What follows belongs to an exercise in optimizing a design on an open flow for a short achievable clock period and few clock cycles; a production flow would make more cautious choices.
Function was checked by simulation only, so behaviour that the tests miss may differ from the original.
Power and IR drop assume default switching activity.

==> inputs of wip/violet <==
==> flow/design.v <==
module procTop #(
   parameter int imemAddrBits = 8
) (
   input  logic                    clk,
   input  logic                    rstN,
   input  logic                    run,
   input  logic                    progWe,
   input  logic [imemAddrBits-1:0] progAddr,
   input  logic [15:0]             progData,
   output logic                    wbCyc,
   output logic                    wbStb,
   output logic                    wbWe,
   output logic [15:0]             wbAdr,
   output logic [15:0]             wbDatO,
   input  logic [15:0]             wbDatI,
   input  logic                    wbAck,
   output logic                    halted,
   output logic                    err
);
   localparam int QD = 4;    
   localparam logic [3:0] OP_HALT = 4'h0;
   localparam logic [3:0] OP_NOP  = 4'h1;
   localparam logic [3:0] OP_ADD  = 4'h2;
   localparam logic [3:0] OP_SUB  = 4'h3;
   localparam logic [3:0] OP_AND  = 4'h4;
   localparam logic [3:0] OP_XOR  = 4'h5;
   localparam logic [3:0] OP_ADDI = 4'h6;
   localparam logic [3:0] OP_LD   = 4'h7;
   localparam logic [3:0] OP_ST   = 4'h8;
   localparam logic [3:0] OP_BEQZ = 4'h9;
   localparam logic [1:0] ALU_ADD = 2'd0;
   localparam logic [1:0] ALU_SUB = 2'd1;
   localparam logic [1:0] ALU_AND = 2'd2;
   localparam logic [1:0] ALU_XOR = 2'd3;
   logic [15:0] imI [0:255];
   logic [15:0] pD;
   logic [7:0]  pT;
   assign pT = progAddr + 8'd1 + {{2{progData[5]}}, progData[5:0]};
   assign pD = (progData[15:12] == 4'h9) ? {progData[15:9], 1'b0, pT} : progData;
   always_ff @(posedge clk) begin
      if (progWe) begin
         imI[progAddr] <= pD;
      end
   end
   logic [7:0]  pc;           
   logic        fdV;
   logic [15:0] fdI;
   logic [7:0]  fdT;           
   logic        stopped;
   logic        xV, xWr, xMem, xSt, xSub;
   logic        xWA, xWB, xWS;         
   logic        xWAn, xWBn;            
   logic [2:0]  xTA, xTB, xTS;         
   logic [1:0]  xOp;
   logic [2:0]  xDest;
   logic [15:0] xA, xB, xS;
   logic [15:0] regs [0:7];
   logic [7:0]  regZ;
   logic [7:0]  busy;                  
   logic [2:0]  tagR [0:7];            
   logic [2:0]  ldCnt;                 
   logic [2:0]  xID;
   logic        ldV;
   logic [2:0]  ldDest;
   logic [15:0] ldData;
   logic        busCyc, busWe, busLd;
   logic        busIdle;               
   logic [15:0] busAdr, busDat;
   logic [2:0]  busDest, busID;
   logic        qWe   [0:QD-1];
   logic        qP    [0:QD-1];        
   logic [2:0]  qTg   [0:QD-1];
   logic [15:0] qAdr  [0:QD-1];
   logic [15:0] qDat  [0:QD-1];
   logic [2:0]  qDest [0:QD-1];
   logic [2:0]  qID   [0:QD-1];
   logic [1:0]  qHead, qTail;
   logic [2:0]  qCnt;
   logic        hp, hpErr;
   logic [3:0]  op;
   logic [2:0]  fA, fB, fC;
   logic [15:0] imm;
   logic        dAlu, dRR, dLd, dSt, dBr, dHalt, dIll, dWr, dMem;
   logic        rdA, rdB, rdC;
   logic        stall, go, taken;
   assign op  = fdI[15:12];
   assign fA  = fdI[11:9];
   assign fdT = fdI[7:0];
   assign fB  = fdI[8:6];
   assign fC  = fdI[5:3];
   assign imm = {{10{fdI[5]}}, fdI[5:0]};
   assign dRR   = (op == OP_ADD) || (op == OP_SUB) || (op == OP_AND) || (op == OP_XOR);
   assign dAlu  = dRR || (op == OP_ADDI);
   assign dLd   = (op == OP_LD);
   assign dSt   = (op == OP_ST);
   assign dBr   = (op == OP_BEQZ);
   assign dIll  = (op >= 4'd10);
   assign dHalt = (op == OP_HALT) || dIll;
   assign dWr   = dAlu || dLd;
   assign dMem  = dLd || dSt;
   assign rdA   = dSt || dBr;
   assign rdB   = dAlu || dMem;
   assign rdC   = dRR;
   logic xWait, ackLd;
   assign ackLd = !busIdle && wbAck && busLd;
   logic ackA, ackB, ackS, ackXA, ackXB, ackXS;
   assign ackA  = ackLd && (busID == tagR[fA]);
   assign ackB  = ackLd && (busID == tagR[fB]);
   assign ackS  = ackLd && (busID == tagR[fC]);
   assign ackXA = ackLd && (busID == xTA);
   assign ackXB = ackLd && (busID == xTB);
   assign ackXS = ackLd && (busID == xTS);
   logic xRdyA, xRdyB;
   logic [15:0] opA, opB;
   assign xRdyA = !xWA || ackXA;
   assign xRdyB = !xWB || ackXB;
   assign xWait = xV && !(xRdyA && xRdyB);
   assign opA   = xWAn ? xA : wbDatI;
   assign opB   = xWBn ? xB : wbDatI;
   assign stall = fdV && (xWait || (dBr && busy[fA] && !ackA) ||
                          (dMem && ({1'b0, qCnt} + {3'b0, xV && xMem} >= 4'(QD))));
   assign go    = fdV && !stall;
   logic [15:0] xSum, xRes;
   logic        xZero;
   logic        xWrEn;
   assign xSum = opA + (opB ^ {16{xSub}}) + {15'd0, xSub};
   always_comb begin
      case (xOp)
         ALU_AND: xRes = opA & opB;
         ALU_XOR: xRes = opA ^ opB;
         default: xRes = xSum;
      endcase
   end
   always_comb begin
      case (xOp)
         ALU_ADD: xZero = ((opA ^ opB) == {(opA[14:0] | opB[14:0]), 1'b0});
         ALU_AND: xZero = ((opA & opB) == 16'd0);
         default: xZero = (opA == opB);
      endcase
   end
   logic xExec;
   assign xExec = xV && xRdyA && xRdyB;
   assign xWrEn = xExec && xWr;
   logic        fxA, fxB, fxC, flA, flB, flC;
   logic [15:0] vA, vB, vC;
   logic        zA;
   assign fxA = xWrEn && (xDest == fA);
   assign fxB = xWrEn && (xDest == fB);
   assign fxC = xWrEn && (xDest == fC);
   assign flA = ldV && (ldDest == fA);
   assign flB = ldV && (ldDest == fB);
   assign flC = ldV && (ldDest == fC);
   assign vA = fxA ? xRes : flA ? ldData : regs[fA];
   assign vB = fxB ? xRes : flB ? ldData : regs[fB];
   assign vC = fxC ? xRes : flC ? ldData : regs[fC];
   assign zA = fxA ? xZero : (busy[fA] && ackA) ? (wbDatI == 16'd0) :
               flA ? (ldData == 16'd0) : regZ[fA];
   assign taken = go && dBr && zA;
   logic [15:0] p1I, p2I;
   logic [7:0]  pcN, fdTn, fdTa, fdTb;
   logic [7:0]  pcNx;
   logic [15:0] fdINx;
   logic        fdVNx, stopNx;
   assign p1I = {imI[~pcN][15:8],  imI[pc][7:0]};
   assign p2I = {imI[~fdTn][15:12], imI[fdTa][11:8], imI[~fdTb][7:4], imI[fdT][3:0]};
   always_comb begin
      pcNx   = pc;
      fdINx  = fdI;
      fdVNx  = fdV;
      stopNx = stopped;
      if (stopped) begin
         fdVNx = 1'b0;
      end else if (fdV && stall) begin
      end else if (fdV && dHalt) begin
         stopNx = 1'b1;
         fdVNx  = 1'b0;
      end else if (taken) begin
         fdINx = p2I;
         fdVNx = run;
         pcNx  = run ? fdT + 8'd1 : fdT;
      end else begin
         fdINx = p1I;
         fdVNx = run;
         pcNx  = run ? pc + 8'd1 : pc;
      end
   end
   always_ff @(posedge clk) begin
      if (!rstN) begin
         pc      <= '0;
         pcN     <= '1;
         fdV     <= 1'b0;
         fdI     <= '0;
         fdTn    <= '1;
         fdTa    <= '1;
         fdTb    <= '0;
         stopped <= 1'b0;
      end else begin
         pc      <= pcNx;
         pcN     <= ~pcNx;
         fdV     <= fdVNx;
         fdI     <= fdINx;
         fdTn    <= ~fdINx[7:0];
         fdTa    <= fdINx[7:0];
         fdTb    <= ~fdINx[7:0];
         stopped <= stopNx;
      end
   end
   always_ff @(posedge clk) begin
      if (!rstN) begin
         xV    <= 1'b0;
         xWr   <= 1'b0;
         xMem  <= 1'b0;
         xSt   <= 1'b0;
         xSub  <= 1'b0;
         xOp   <= ALU_ADD;
         xDest <= '0;
         xA    <= '0;
         xB    <= '0;
         xS    <= '0;
         xWA   <= 1'b0;
         xWB   <= 1'b0;
         xWAn  <= 1'b1;
         xWBn  <= 1'b1;
         xWS   <= 1'b0;
         xTA   <= '0;
         xTB   <= '0;
         xTS   <= '0;
      end else if (xWait) begin
         if (xWA && ackXA) begin
            xA  <= wbDatI;
            xWA  <= 1'b0;
            xWAn <= 1'b1;
         end
         if (xWB && ackXB) begin
            xB  <= wbDatI;
            xWB  <= 1'b0;
            xWBn <= 1'b1;
         end
         if (xWS && ackXS) begin
            xS  <= wbDatI;
            xWS <= 1'b0;
         end
      end else begin
         xV    <= go && (dAlu || dMem);
         xWr   <= dAlu;
         xMem  <= dMem;
         xSt   <= dSt;
         xSub  <= (op == OP_SUB);
         xOp   <= (op == OP_SUB) ? ALU_SUB : (op == OP_AND) ? ALU_AND :
                  (op == OP_XOR) ? ALU_XOR : ALU_ADD;
         xDest <= fA;
         xTA   <= tagR[fB];
         xTB   <= tagR[fC];
         xTS   <= tagR[fA];
         xID   <= ldCnt;
         xA    <= (busy[fB] && ackB) ? wbDatI : vB;
         xWA   <= rdB && busy[fB] && !ackB;
         xWAn  <= !(rdB && busy[fB] && !ackB);
         xB    <= dRR ? ((busy[fC] && ackS) ? wbDatI : vC) : imm;
         xWB   <= rdC && busy[fC] && !ackS;
         xWBn  <= !(rdC && busy[fC] && !ackS);
         xS    <= (busy[fA] && ackA) ? wbDatI : vA;
         xWS   <= dSt && busy[fA] && !ackA;
      end
   end
   always_ff @(posedge clk) begin
      if (!rstN) begin
         for (int i = 0; i < 8; i++) regs[i] <= '0;
         regZ <= '1;
      end else begin
         if (ldV) begin
            regs[ldDest] <= ldData;
            regZ[ldDest] <= (ldData == 16'd0);
         end
         if (xWrEn) begin
            regs[xDest] <= xRes;
            regZ[xDest] <= xZero;
         end
      end
   end
   logic xPush, done, busFree, qPop, qPush;
   assign xPush   = xExec && xMem;
   assign done    = !busIdle && wbAck;
   assign busFree = busIdle || done;
   assign qPop    = busFree && (qCnt != 3'd0);
   assign qPush   = xPush && !(busFree && (qCnt == 3'd0));
   always_ff @(posedge clk) begin
      if (!rstN) begin
         busCyc  <= 1'b0;
         busIdle <= 1'b1;
         qHead  <= '0;
         qTail  <= '0;
         qCnt   <= '0;
      end else begin
         if (busFree) begin
            if (qCnt != 3'd0) begin
               busCyc  <= 1'b1;
               busIdle <= 1'b0;
               qHead  <= qHead + 2'd1;
            end else begin
               busCyc  <= xPush;
               busIdle <= !xPush;
            end
         end
         if (qPush) qTail <= qTail + 2'd1;
         qCnt <= qCnt + {2'b0, qPush} - {2'b0, qPop};
      end
   end
   always_ff @(posedge clk) begin
      if (!rstN) begin
         busWe   <= 1'b0;
         busLd   <= 1'b0;
         busAdr  <= '0;
         busDat  <= '0;
         busDest <= '0;
         busID   <= '0;
      end else if (busFree) begin
         if (qCnt != 3'd0) begin
            busWe   <= qWe[qHead];
            busLd   <= !qWe[qHead];
            busAdr  <= qAdr[qHead];
            busDat  <= qP[qHead] ? wbDatI : qDat[qHead];
            busDest <= qDest[qHead];
            busID   <= qID[qHead];
         end else begin
            busWe   <= xSt;
            busLd   <= !xSt;
            busAdr  <= xSum;
            busDat  <= xWS ? wbDatI : xS;
            busDest <= xDest;
            busID   <= xID;
         end
      end
   end
   always_ff @(posedge clk) begin
      for (int i = 0; i < QD; i++) begin
         if (qP[i] && ackLd && busID == qTg[i]) begin
            qDat[i] <= wbDatI;
            qP[i]   <= 1'b0;
         end
      end
      if (qPush) begin
         qWe[qTail]   <= xSt;
         qAdr[qTail]  <= xSum;
         qDat[qTail]  <= xWS ? wbDatI : xS;
         qP[qTail]    <= xWS && !ackXS;
         qTg[qTail]   <= xTS;
         qDest[qTail] <= xDest;
         qID[qTail]   <= xID;
      end
   end
   logic ldLive;
   assign ldLive = ackLd && busy[busDest] && (tagR[busDest] == busID);
   always_ff @(posedge clk) begin
      if (!rstN) begin
         ldV <= 1'b0;
      end else begin
         ldV <= ldLive;
      end
      if (ackLd) begin
         ldData <= wbDatI;
         ldDest <= busDest;
      end
   end
   always_ff @(posedge clk) begin
      if (!rstN) begin
         busy  <= '0;
         ldCnt <= '0;
         for (int i = 0; i < 8; i++) tagR[i] <= '0;
      end else begin
         if (go && dLd) ldCnt <= ldCnt + 3'd1;
         for (int i = 0; i < 8; i++) begin
            if (go && dWr && fA == 3'(i)) begin
               busy[i] <= dLd;
               if (dLd) tagR[i] <= ldCnt;
            end else if (ldLive && busDest == 3'(i)) begin
               busy[i] <= 1'b0;
            end
         end
      end
   end
   assign wbCyc  = busCyc;
   assign wbStb  = busCyc;
   assign wbWe   = busWe;
   assign wbAdr  = busAdr;
   assign wbDatO = busDat;
   logic hAny, hErr, memIdle;
   assign hAny    = hp || (fdV && dHalt);
   assign hErr    = hp ? hpErr : dIll;
   assign memIdle = !(xV && xMem) && (qCnt == 3'd0) && busFree;
   always_ff @(posedge clk) begin
      if (!rstN) begin
         hp     <= 1'b0;
         hpErr  <= 1'b0;
         halted <= 1'b0;
         err    <= 1'b0;
      end else begin
         if (fdV && dHalt && !stopped) begin
            hp    <= 1'b1;
            hpErr <= dIll;
         end
         if (!halted && hAny && memIdle) begin
            halted <= 1'b1;
            err    <= hErr;
         end
      end
   end
endmodule
==> flow/run.sh <==
#!/bin/bash
# synth_recipe.tcl (not shown) runs the flow's synth.tcl, then flattens the netlist and writes it again
# the make line also repeats each setting of config.mk as NAME=value (left out here)
make -C /OpenROAD-flow-scripts/flow DESIGN_CONFIG=/design/flow/config.mk WORK_HOME=/design/flow/orfs CLKGATE_MAP_FILE= SYNTH_SCRIPT=/design/flow/synth_recipe.tcl finish
==> flow/config.mk <==
export PLATFORM = sky130hd
export DESIGN_NAME = procTop
export DESIGN_NICKNAME = procTop
export VERILOG_FILES = /design/flow/design.v
export SDC_FILE = /design/flow/constraint.sdc
export NUM_CORES = 4
export LEC_CHECK = 0
export ABC_CLOCK_PERIOD_IN_PS = 1000
export CAP_MARGIN = 40
export CORE_MARGIN = 2
export CORE_UTILIZATION = 55
export PLACE_DENSITY = 0.7
export SETUP_SLACK_MARGIN = 3.3
export SLEW_MARGIN = 40
export TNS_END_PERCENT = 100
==> flow/constraint.sdc <==
create_clock -name core_clock -period 6.5 [get_ports {clk}]
set_input_delay 1.3000 -clock core_clock [delete_from_list [all_inputs] [get_ports {clk}]]
set_output_delay 1.3000 -clock core_clock [all_outputs]
set_load 0.01 [all_outputs]
==> wip/indigo (differences from wip/violet) <==
--- a/flow/design.v
+++ b/flow/design.v
@@ -33,13 +33,19 @@
    localparam logic [1:0] ALU_AND = 2'd2;
    localparam logic [1:0] ALU_XOR = 2'd3;
    logic [15:0] imI [0:255];
+   logic        pW;
+   logic [7:0]  pA;
    logic [15:0] pD;
    logic [7:0]  pT;
    assign pT = progAddr + 8'd1 + {{2{progData[5]}}, progData[5:0]};
-   assign pD = (progData[15:12] == 4'h9) ? {progData[15:9], 1'b0, pT} : progData;
    always_ff @(posedge clk) begin
-      if (progWe) begin
-         imI[progAddr] <= pD;
+      pW <= progWe;
+      pA <= progAddr;
+      pD <= (progData[15:12] == 4'h9) ? {progData[15:9], 1'b0, pT} : progData;
+   end
+   always_ff @(posedge clk) begin
+      if (pW) begin
+         imI[pA] <= pD;
       end
    end
    logic [7:0]  pc;           
@@ -117,7 +123,7 @@
    assign xWait = xV && !(xRdyA && xRdyB);
    assign opA   = xWAn ? xA : wbDatI;
    assign opB   = xWBn ? xB : wbDatI;
-   assign stall = fdV && (xWait || (dBr && busy[fA] && !ackA) ||
+   assign stall = fdV && (xWait || (dBr && busy[fA]) ||
                           (dMem && ({1'b0, qCnt} + {3'b0, xV && xMem} >= 4'(QD))));
    assign go    = fdV && !stall;
    logic [15:0] xSum, xRes;
@@ -153,16 +159,15 @@
    assign vA = fxA ? xRes : flA ? ldData : regs[fA];
    assign vB = fxB ? xRes : flB ? ldData : regs[fB];
    assign vC = fxC ? xRes : flC ? ldData : regs[fC];
-   assign zA = fxA ? xZero : (busy[fA] && ackA) ? (wbDatI == 16'd0) :
-               flA ? (ldData == 16'd0) : regZ[fA];
+   assign zA = fxA ? xZero : flA ? (ldData == 16'd0) : regZ[fA];
    assign taken = go && dBr && zA;
    logic [15:0] p1I, p2I;
-   logic [7:0]  pcN, fdTn, fdTa, fdTb;
+   logic [7:0]  pcN, fdTn;
    logic [7:0]  pcNx;
    logic [15:0] fdINx;
    logic        fdVNx, stopNx;
    assign p1I = {imI[~pcN][15:8],  imI[pc][7:0]};
-   assign p2I = {imI[~fdTn][15:12], imI[fdTa][11:8], imI[~fdTb][7:4], imI[fdT][3:0]};
+   assign p2I = {imI[~fdTn][15:8], imI[fdT][7:0]};
    always_comb begin
       pcNx   = pc;
       fdINx  = fdI;
@@ -176,12 +181,12 @@
          fdVNx  = 1'b0;
       end else if (taken) begin
          fdINx = p2I;
-         fdVNx = run;
-         pcNx  = run ? fdT + 8'd1 : fdT;
+         fdVNx = run && !pW;
+         pcNx  = (run && !pW) ? fdT + 8'd1 : fdT;
       end else begin
          fdINx = p1I;
-         fdVNx = run;
-         pcNx  = run ? pc + 8'd1 : pc;
+         fdVNx = run && !pW;
+         pcNx  = (run && !pW) ? pc + 8'd1 : pc;
       end
    end
    always_ff @(posedge clk) begin
@@ -191,8 +196,6 @@
          fdV     <= 1'b0;
          fdI     <= '0;
          fdTn    <= '1;
-         fdTa    <= '1;
-         fdTb    <= '0;
          stopped <= 1'b0;
       end else begin
          pc      <= pcNx;
@@ -200,8 +203,6 @@
          fdV     <= fdVNx;
          fdI     <= fdINx;
          fdTn    <= ~fdINx[7:0];
-         fdTa    <= fdINx[7:0];
-         fdTb    <= ~fdINx[7:0];
          stopped <= stopNx;
       end
    end
- CAP_MARGIN: 40 -> 20
- SLEW_MARGIN: 40 -> 20
==> wip/quartz (differences from wip/violet) <==
--- a/flow/design.v
+++ b/flow/design.v
@@ -117,11 +117,14 @@
    assign xWait = xV && !(xRdyA && xRdyB);
    assign opA   = xWAn ? xA : wbDatI;
    assign opB   = xWBn ? xB : wbDatI;
-   assign stall = fdV && (xWait || (dBr && busy[fA] && !ackA) ||
+   logic brBus;
+   assign brBus = dBr && xV && xWr && (xDest == fA) && (xWA || xWB);
+   assign stall = fdV && (xWait || (dBr && busy[fA]) || brBus ||
                           (dMem && ({1'b0, qCnt} + {3'b0, xV && xMem} >= 4'(QD))));
    assign go    = fdV && !stall;
    logic [15:0] xSum, xRes;
-   logic        xZero;
+   logic        xZero;       
+   logic        xZeroR;      
    logic        xWrEn;
    assign xSum = opA + (opB ^ {16{xSub}}) + {15'd0, xSub};
    always_comb begin
@@ -137,6 +140,11 @@
          ALU_AND: xZero = ((opA & opB) == 16'd0);
          default: xZero = (opA == opB);
       endcase
+      case (xOp)
+         ALU_ADD: xZeroR = ((xA ^ xB) == {(xA[14:0] | xB[14:0]), 1'b0});
+         ALU_AND: xZeroR = ((xA & xB) == 16'd0);
+         default: xZeroR = (xA == xB);
+      endcase
    end
    logic xExec;
    assign xExec = xV && xRdyA && xRdyB;
@@ -153,8 +161,7 @@
    assign vA = fxA ? xRes : flA ? ldData : regs[fA];
    assign vB = fxB ? xRes : flB ? ldData : regs[fB];
    assign vC = fxC ? xRes : flC ? ldData : regs[fC];
-   assign zA = fxA ? xZero : (busy[fA] && ackA) ? (wbDatI == 16'd0) :
-               flA ? (ldData == 16'd0) : regZ[fA];
+   assign zA = fxA ? xZeroR : flA ? (ldData == 16'd0) : regZ[fA];
    assign taken = go && dBr && zA;
    logic [15:0] p1I, p2I;
    logic [7:0]  pcN, fdTn, fdTa, fdTb;
- CAP_MARGIN: 40 -> 20
- SLEW_MARGIN: 40 -> 20
==> notes.md <==
	wip/indigo	wip/violet	wip/quartz
Result of the run	timing/DRC/antenna clean	timing/DRC/antenna clean	timing/DRC/antenna clean
Count of unique library cells instantiated by Yosys	94	99	100
Fraction of standard cell area in multi-input logic	32.7%	32.2%	32.7%
Final Power	71.1 mW	116 mW	91.2 mW
Internal power	53.2 mW	70.5 mW	60.9 mW
Share of total power in sequential cells	47.6%	30.0%	37.5%
Total clock buffers created by CTS	478	476	469
Die outline width	638 µm	640 µm	640 µm
Design area	255000 µm²	268000 µm²	264000 µm²
Mux cell area share after synthesis	29.9%	25.5%	26.0%
Critical Path Max Stage Delay	0.73 ns	0.80 ns	0.55 ns
Total power divided by cell area	279 nW/µm²	433 nW/µm²	345 nW/µm²
Post-Route Utilization	63.9%	66.5%	65.6%
Non-filler cells in the finished layout	17300	19700	19200
Largest net degree at the start of global routing	205	170	145
Number of cells produced by synthesis	11100	12700	12300
Testbench counts of wip/violet, summed over its fixed seeds: cycles 21,102.
Testbench counts of wip/indigo, summed over its fixed seeds: cycles 21,205.
Testbench counts of wip/quartz, summed over its fixed seeds: cycles 21,186.

==> static timing again, ports no longer ideal <==
No port has a modelled driver above. Below, the same layouts with a new extraction and two added sets of constraints. Step 1 assumes that a clkbuf_16 drives the clock port and a buf_2 every other input. Step 2 moves the port delays by t, midway between the first and last clock arrival at a register: inputs arrive t later, outputs are due t later. That takes back most of the time a late clock gives input paths. a / b / c = ideal ports / drivers / drivers and shift; a / b = the first two.
run	t, ns	setup WS [ns]	hold WS [ns]
wip/violet	1.204	2.524 / 2.524 / 1.709	0.474 / 0.474 / 0.474
wip/indigo	1.125	2.540 / 2.540 / 1.702	0.473 / 0.473 / 0.473
wip/quartz	1.171	2.714 / 2.714 / 1.920	0.476 / 0.476 / 0.476
After both steps every run listed still meets setup and hold. For wip/indigo, which loses most, drivers alone change the setup slack by 0.000 ns; drivers and shift together by -0.838 ns.
